From an optimization exercise on the open Yosys and OpenROAD flow, aimed at small area and few clock cycles; shortcuts taken in it are not production practice. In this exercise RTL edits were held to simulation tests only and were not proved equivalent to the original. No driver is modelled on the clock port, so clock power and skew are understated where the tree is cut down; a real chip needs a root buffer or a tree. Power figures rest on the tool's default switching activity, not on a simulated workload.

Design nmea_rmc_sentence_parser, start of the top module:
module nmea_rmc_sentence_parser #(
    parameter int MAX_SENTENCE_LEN = 100,
    parameter int FRACTION_DIGITS  = 4
) (
    input  logic        aclk,
    input  logic        aresetn,
    input  logic        s_tvalid,
    output logic        s_tready,
    input  logic [7:0]  s_tdata,    
    output logic        m_tvalid,
    input  logic        m_tready,
    output logic [87:0] m_tdata
);
Size: about 1,100 cells after synthesis, roughly 100 I/O pins.
export LEC_CHECK = 0
export CAP_MARGIN = 20
export CORE_MARGIN = 2
export CORE_UTILIZATION = 40
export SLEW_MARGIN = 20
create_clock -name core_clock -period 12.0 [get_ports {aclk}]
standard.sh (not shown) runs the stock make flow with config.mk's settings and CLKGATE_MAP_FILE= SYNTH_SCRIPT=/design/flow/synth_recipe.tcl, a recipe that flattens the netlist after the stock synthesis.
==> flow/flow/run.sh <==
#!/bin/bash
# The standard layout (the standard.sh), with four changes:
# - after the standard synthesis, flow/reopt.sh maps its combinational logic again with an
#   area-oriented ABC script; every flip-flop and tie cell instance is kept exactly as the
#   standard synthesis made it (same names, same cells). 1_synth.odb is then rebuilt from
#   the new netlist (the standard netlist is kept as 1_2_yosys.standard.v);
# - the port buffers use the smallest buffer cell (buf_1);
# - the tie cell that drives the constant outputs is not copied once per output
#   (SKIP_REPAIR_TIE_FANOUT);
# - the clock tree is built by flow/mcts.tcl (ORFS's PRE_CTS_TCL hook) instead of
#   clock_tree_synthesis: one root clkbuf_4 driving eight clkbuf_8, each driving an equal,
#   compact group of flip-flops. The rest of the CTS step and all later steps are ORFS's own.
# Logs: make's output in flow.log, the re-mapping's in reopt.log, every ORFS tool's in
# orfs/logs.
set -euo pipefail
export MCTS_CLOCK_PORT=aclk
export MCTS_LEVELS=3
export MCTS_LEAF_BUF=sky130_fd_sc_hd__clkbuf_8
export MCTS_ROOT_BUF=sky130_fd_sc_hd__clkbuf_4
ARGS=(BUFFER_PORTS_ARGS="-buffer_cell sky130_fd_sc_hd__buf_1" PRE_CTS_TCL="$(pwd)/flow/mcts.tcl"
      SKIP_REPAIR_TIE_FANOUT=1)
RES=orfs/results/sky130hd/nmea_rmc_sentence_parser/base
bash standard.sh "${ARGS[@]}" synth > flow.log 2>&1
cp $RES/1_2_yosys.v $RES/1_2_yosys.standard.v
bash flow/reopt.sh $RES/1_2_yosys.standard.v $RES/1_2_yosys.v reopt.log
bash standard.sh "${ARGS[@]}" do-1_synth >> flow.log 2>&1
bash standard.sh "${ARGS[@]}" finish >> flow.log 2>&1
Other scripts of this flow, unchanged in this note and not shown: flow/flow/mcts.tcl, flow/flow/reopt.sh
Testbench counts at the start, summed over its fixed seeds: cycles 117,293.
Change:
--- a/flow/design.v
+++ b/flow/design.v
@@ -343,21 +343,21 @@
     logic [12:0] min_t, min_b, min_sum;
     always_comb begin
         logic cc;
         cc = 1'b0;
         for (int i = 0; i < 13; i++) begin
             logic e;
             e        = (i < 3) ? d[i+1] : 1'b0;
             min_t[i] = min_reg[i] ^ e ^ cc;
             cc       = (min_reg[i] & e) | (min_reg[i] & cc) | (e & cc);
         end
-        min_b = (cif_reg[1:0] == 2'd2) ? 13'({min_reg[6:0], 2'b00}) : (min_reg << 3);
+        min_b = (cif_reg[1:0] == 2'd2) ? (min_reg << 2) : (min_reg << 3);
         cc = 1'b0;
         for (int i = 0; i < 13; i++) begin
             logic a;
             a          = (i == 0) ? d[0] : min_t[i-1];
             min_sum[i] = a ^ min_b[i] ^ cc;
             cc         = (a & min_b[i]) | (a & cc) | (min_b[i] & cc);
         end
     end
     always_ff @(posedge aclk) begin
         if (ch && f1 && p_lt4) begin
=> Hold slack hardly moves. Design area went down by 0.52%. Global-route usage went up by 0.72 points. Final cell count went down by 1.4%. Routed wire length went up by 1.4%. Synthesized area went down by 0.43%. Fmax went down by 5.8%. Total power went down by 48%. Combinational power went down by 81%. Critical path depth went up by 20. Worst setup slack got worse by 590 ps. Synthesized cell count went down by 1.4%. Die area went down by 0.42%. Via count went up by 1.1%.
Testbench counts after the change, summed over its fixed seeds: cycles 117,293.
In every run of this note, the design's own scripts or RTL, not TritonCTS, make the clock network.

---

exp/quartz:
nmea_rmc_sentence_parser with an RTL version that a note above also has.
Size: ~1100 cells after synthesis, ~100 I/O pins.
==> flow/design.v (excerpt) <==
module nmea_rmc_sentence_parser #(
    parameter int MAX_SENTENCE_LEN = 100,
    parameter int FRACTION_DIGITS  = 4
) (
    input  logic        aclk,
    input  logic        aresetn,
    input  logic        s_tvalid,
    output logic        s_tready,
    input  logic [7:0]  s_tdata,    
    output logic        m_tvalid,
    input  logic        m_tready,
    output logic [87:0] m_tdata
);
export LEC_CHECK = 0
export CAP_MARGIN = 20
export CORE_MARGIN = 2
export CORE_UTILIZATION = 40
export SLEW_MARGIN = 20
create_clock -name core_clock -period 12.0 [get_ports {aclk}]
==> flow/flow/run.sh <==
#!/bin/bash
# The standard layout (the standard.sh), with three changes:
# - after the standard synthesis, flow/reopt.sh maps its combinational logic again with an
#   area-oriented ABC script; every flip-flop and tie cell instance is kept exactly as the
#   standard synthesis made it (same names, same cells). 1_synth.odb is then rebuilt from
#   the new netlist (the standard netlist is kept as 1_2_yosys.standard.v);
# - the port buffers use the smallest buffer cell (buf_1);
# - the clock tree is built by flow/mcts.tcl (ORFS's PRE_CTS_TCL hook) instead of
#   clock_tree_synthesis: one root clkbuf_8 driving sixteen clkbuf_4, each driving an equal,
#   compact group of flip-flops. The rest of the CTS step and all later steps are ORFS's own.
# Logs: make's output in flow.log, the re-mapping's in reopt.log, every ORFS tool's in
# orfs/logs.
set -euo pipefail
export MCTS_CLOCK_PORT=aclk
export MCTS_LEVELS=4
export MCTS_LEAF_BUF=sky130_fd_sc_hd__clkbuf_4
export MCTS_ROOT_BUF=sky130_fd_sc_hd__clkbuf_8
ARGS=(BUFFER_PORTS_ARGS="-buffer_cell sky130_fd_sc_hd__buf_1" PRE_CTS_TCL="$(pwd)/flow/mcts.tcl")
RES=orfs/results/sky130hd/nmea_rmc_sentence_parser/base
bash standard.sh "${ARGS[@]}" synth > flow.log 2>&1
cp $RES/1_2_yosys.v $RES/1_2_yosys.standard.v
bash flow/reopt.sh $RES/1_2_yosys.standard.v $RES/1_2_yosys.v reopt.log
bash standard.sh "${ARGS[@]}" do-1_synth >> flow.log 2>&1
bash standard.sh "${ARGS[@]}" finish >> flow.log 2>&1
Other scripts of this flow, unchanged in this note and not shown: flow/flow/mcts.tcl, flow/flow/reopt.sh
Testbench counts of exp/quartz, summed over its fixed seeds: cycles 117,293.
Modified inputs, exp/lagoon compared to exp/quartz
-- flow/design.v --
<<< exp/quartz, line 229
    logic [3:0]  fi_reg;       
    logic [2:0]  cif_reg;      
    logic        hdr_reg, fmt_reg, mode_n_reg, bad_reg, sp_reg;
    logic [7:0]  xor_reg;      
    logic [12:0] min_reg;
    logic [26:0] lat_val;      
>>> exp/lagoon, line 229
    logic [3:0]  fi_reg;       
    logic [2:0]  cif_reg;      
    logic        hdr_reg, fmt_reg, mode_n_reg, ck_bad_reg, bad_reg, sp_reg;
    logic [7:0]  xor_reg;
    logic [12:0] min_reg;
    logic [26:0] lat_val;      
<<< exp/quartz, line 302
        end
    end
    logic [3:0] ck_val;
    assign ck_val = hex_digit(c);
    always_ff @(posedge aclk) begin
        if (start) begin
>>> exp/lagoon, line 302
        end
    end
    logic [3:0] xor_nib;
    assign xor_nib = cif_reg[0] ? xor_reg[3:0] : xor_reg[7:4];
    always_ff @(posedge aclk) begin
        if (start) begin
<<< exp/quartz, line 309
            fmt_reg    <= 1'b0;
            mode_n_reg <= 1'b0;
            xor_reg    <= '0;
        end else if (comma) begin
>>> exp/lagoon, line 309
            fmt_reg    <= 1'b0;
            mode_n_reg <= 1'b0;
            ck_bad_reg <= 1'b0;
            xor_reg    <= '0;
        end else if (comma) begin
<<< exp/quartz, line 316
            if (f0 && (!p_lt6 || (header_char(cif_reg) != c))) hdr_reg <= 1'b0;
            if (!(f12 && !p0)) xor_reg <= xor_reg ^ c;
            else if (f12 && p23) xor_reg <= xor_reg ^ (cif_reg[0] ? {4'h0, ck_val} : {ck_val, 4'h0});
            if (f12 && p1) begin
                if (!is_star) fmt_reg <= 1'b1;
>>> exp/lagoon, line 317
            if (f0 && (!p_lt6 || (header_char(cif_reg) != c))) hdr_reg <= 1'b0;
            if (!(f12 && !p0)) xor_reg <= xor_reg ^ c;
            if (f12 && p1) begin
                if (!is_star) fmt_reg <= 1'b1;
<<< exp/quartz, line 324
            if (f12 && p23 && !is_hex) fmt_reg <= 1'b1;
            if (f12 && p0) mode_n_reg <= (c == 8'h4E);
        end
    end
>>> exp/lagoon, line 324
            if (f12 && p23 && !is_hex) fmt_reg <= 1'b1;
            if (f12 && p0) mode_n_reg <= (c == 8'h4E);
            if (f12 && p23)
                ck_bad_reg <= (cif_reg[0] && ck_bad_reg) || (hex_digit(c) != xor_nib);
        end
    end
<<< exp/quartz, line 401
    logic [29:0] w_sum;
    logic [27:0] w_reg, st_reg;
    logic        swapped;
    assign lat_fd   = (lat_fc_reg == 3'd4);
    assign lon_fd   = (lon_fc_reg == 3'd4);
    assign swapped  = (lon_fc_reg == 3'd5);
    assign lat_mode = f3 || swapped;
    assign swap     = after5 && lon_fd;
    assign w_step   = (ch && (f3 || f5) && is_digit && (!sp_reg || !(f3 ? lat_fd : lon_fd)))
                   || (after5 && !swapped && !lon_fd)
                   || (swapped && !lat_fd);
    assign w_clear  = start || (comma && f3) || (fin && !fin_ok);
    assign w_d      = !(f3 || f5) ? 5'd0 : lat_mode ? {d, 1'b0} : {1'b0, d};
>>> exp/lagoon, line 403
    logic [29:0] w_sum;
    logic [27:0] w_reg, st_reg;
    logic        swapped_reg;
    assign lat_fd   = (lat_fc_reg == 3'd4);
    assign lon_fd   = (lon_fc_reg == 3'd4);
    assign lat_mode = f3 || swapped_reg;
    assign swap     = after5 && lon_fd && !swapped_reg;
    assign w_step   = (ch && (f3 || f5) && is_digit && (!sp_reg || !(f3 ? lat_fd : lon_fd)))
                   || (after5 && !swapped_reg && !lon_fd)
                   || (swapped_reg && !lat_fd);
    assign w_clear  = start || (comma && f3) || (fin && !fin_ok);
    assign w_d      = !(f3 || f5) ? 5'd0 : lat_mode ? {d, 1'b0} : {1'b0, d};
<<< exp/quartz, line 424
    always_ff @(posedge aclk) begin
        if (start) begin
            lat_fc_reg  <= '0;
            lon_fc_reg  <= '0;
        end else begin
            if (w_step && (f3 ? sp_reg : swapped)) lat_fc_reg <= inc3(lat_fc_reg);
            if ((w_step && (f5 ? sp_reg : (after5 && !swapped))) || swap)
                lon_fc_reg <= inc3(lon_fc_reg);
        end
    end
>>> exp/lagoon, line 425
    always_ff @(posedge aclk) begin
        if (start) begin
            swapped_reg <= 1'b0;
            lat_fc_reg  <= '0;
            lon_fc_reg  <= '0;
        end else begin
            if (swap) swapped_reg <= 1'b1;
            if (w_step) begin
                if (f3 ? sp_reg : swapped_reg) lat_fc_reg <= inc3(lat_fc_reg);
                if (f5 ? sp_reg : (after5 && !swapped_reg)) lon_fc_reg <= inc3(lon_fc_reg);
            end
        end
    end
<<< exp/quartz, line 437
    assign fin_ok = !((len_reg == LEN_FULL) || (len_reg == LEN_OVER))
                 && hdr_reg && !(f0 && (cif_reg != 3'd6)) && f12 && !fmt_reg
                 && (cif_reg == 3'd4) && !mode_n_reg && (xor_reg == 8'h00) && !bad_reg;
    logic [2:0]  code;
    logic        ok;
>>> exp/lagoon, line 441
    assign fin_ok = !((len_reg == LEN_FULL) || (len_reg == LEN_OVER))
                 && hdr_reg && !(f0 && (cif_reg != 3'd6)) && f12 && !fmt_reg
                 && (cif_reg == 3'd4) && !mode_n_reg && !ck_bad_reg && !bad_reg;
    logic [2:0]  code;
    logic        ok;
<<< exp/quartz, line 451
        else if (fmt_reg || (cif_reg != 3'd4))        code = 3'd3;
        else if (mode_n_reg)                          code = 3'd4;
        else if (xor_reg != 8'h00)                    code = 3'd5;
        else if (bad_reg)                             code = 3'd6;
        else                                          code = 3'd0;
>>> exp/lagoon, line 455
        else if (fmt_reg || (cif_reg != 3'd4))        code = 3'd3;
        else if (mode_n_reg)                          code = 3'd4;
        else if (ck_bad_reg)                          code = 3'd5;
        else if (bad_reg)                             code = 3'd6;
        else                                          code = 3'd0;
==> comparison <==
| power share of the combinational group | exp/lagoon vs exp/quartz | 14 points higher |
| initial core utilization | exp/lagoon vs exp/quartz | 0.43 points higher |
Flops: exp/lagoon more than exp/quartz
On hold slack, exp/quartz tracks exp/lagoon almost exactly.
The faster design of the two is exp/lagoon; exp/quartz tops out lower.
Testbench counts of exp/lagoon, summed over its fixed seeds: cycles 117,293.
No run of this note takes its clock network from TritonCTS; it comes from the design's own scripts or RTL.

-- re-timing with driven ports --
The results above use ideal ports. As a check the final layouts listed here were re-extracted and re-timed, cells and wires unchanged.
Step 1 sets driving cells, clkbuf_16 on the clock port and buf_2 on the other inputs (assumed; they add their load-dependent delay and slew).
Step 2 adds t to the input delays and takes it off the output delays; t is the mean of the earliest and latest rising clock arrival at the registers after step 1. Input paths then give back, and output paths get back, about the clock's delay inside the block.
Three values: no drivers, after step 1, after step 2; two values: the first two.
| run | shift t [ns] | setup WS [ns] | worst setup path after step 2 | worst register clock-pin slew, ns | worst data-port slew with drivers (ns) |
|---|---|---|---|---|---|
| the first run of note 1 | 0.545 | 2.403 / 2.364 / 2.231 | input to register | 0.12 / 0.12 | 0.03 |
| the second run of note 1 | 0.538 | 1.811 / 1.810 / 1.272 | input to register | 0.11 / 0.11 | 0.04 |
| exp/quartz | 0.499 | 1.331 / 1.287 / 1.445 | input to register | 0.11 / 0.11 | 0.03 |
| exp/lagoon | 0.498 | 1.666 / 1.628 / 1.341 | input to register | 0.11 / 0.11 | 0.03 |
After both steps every run listed still meets setup and hold. For the second run of note 1, which loses most, drivers alone change the setup slack by -0.001 ns; drivers and shift together by -0.539 ns.
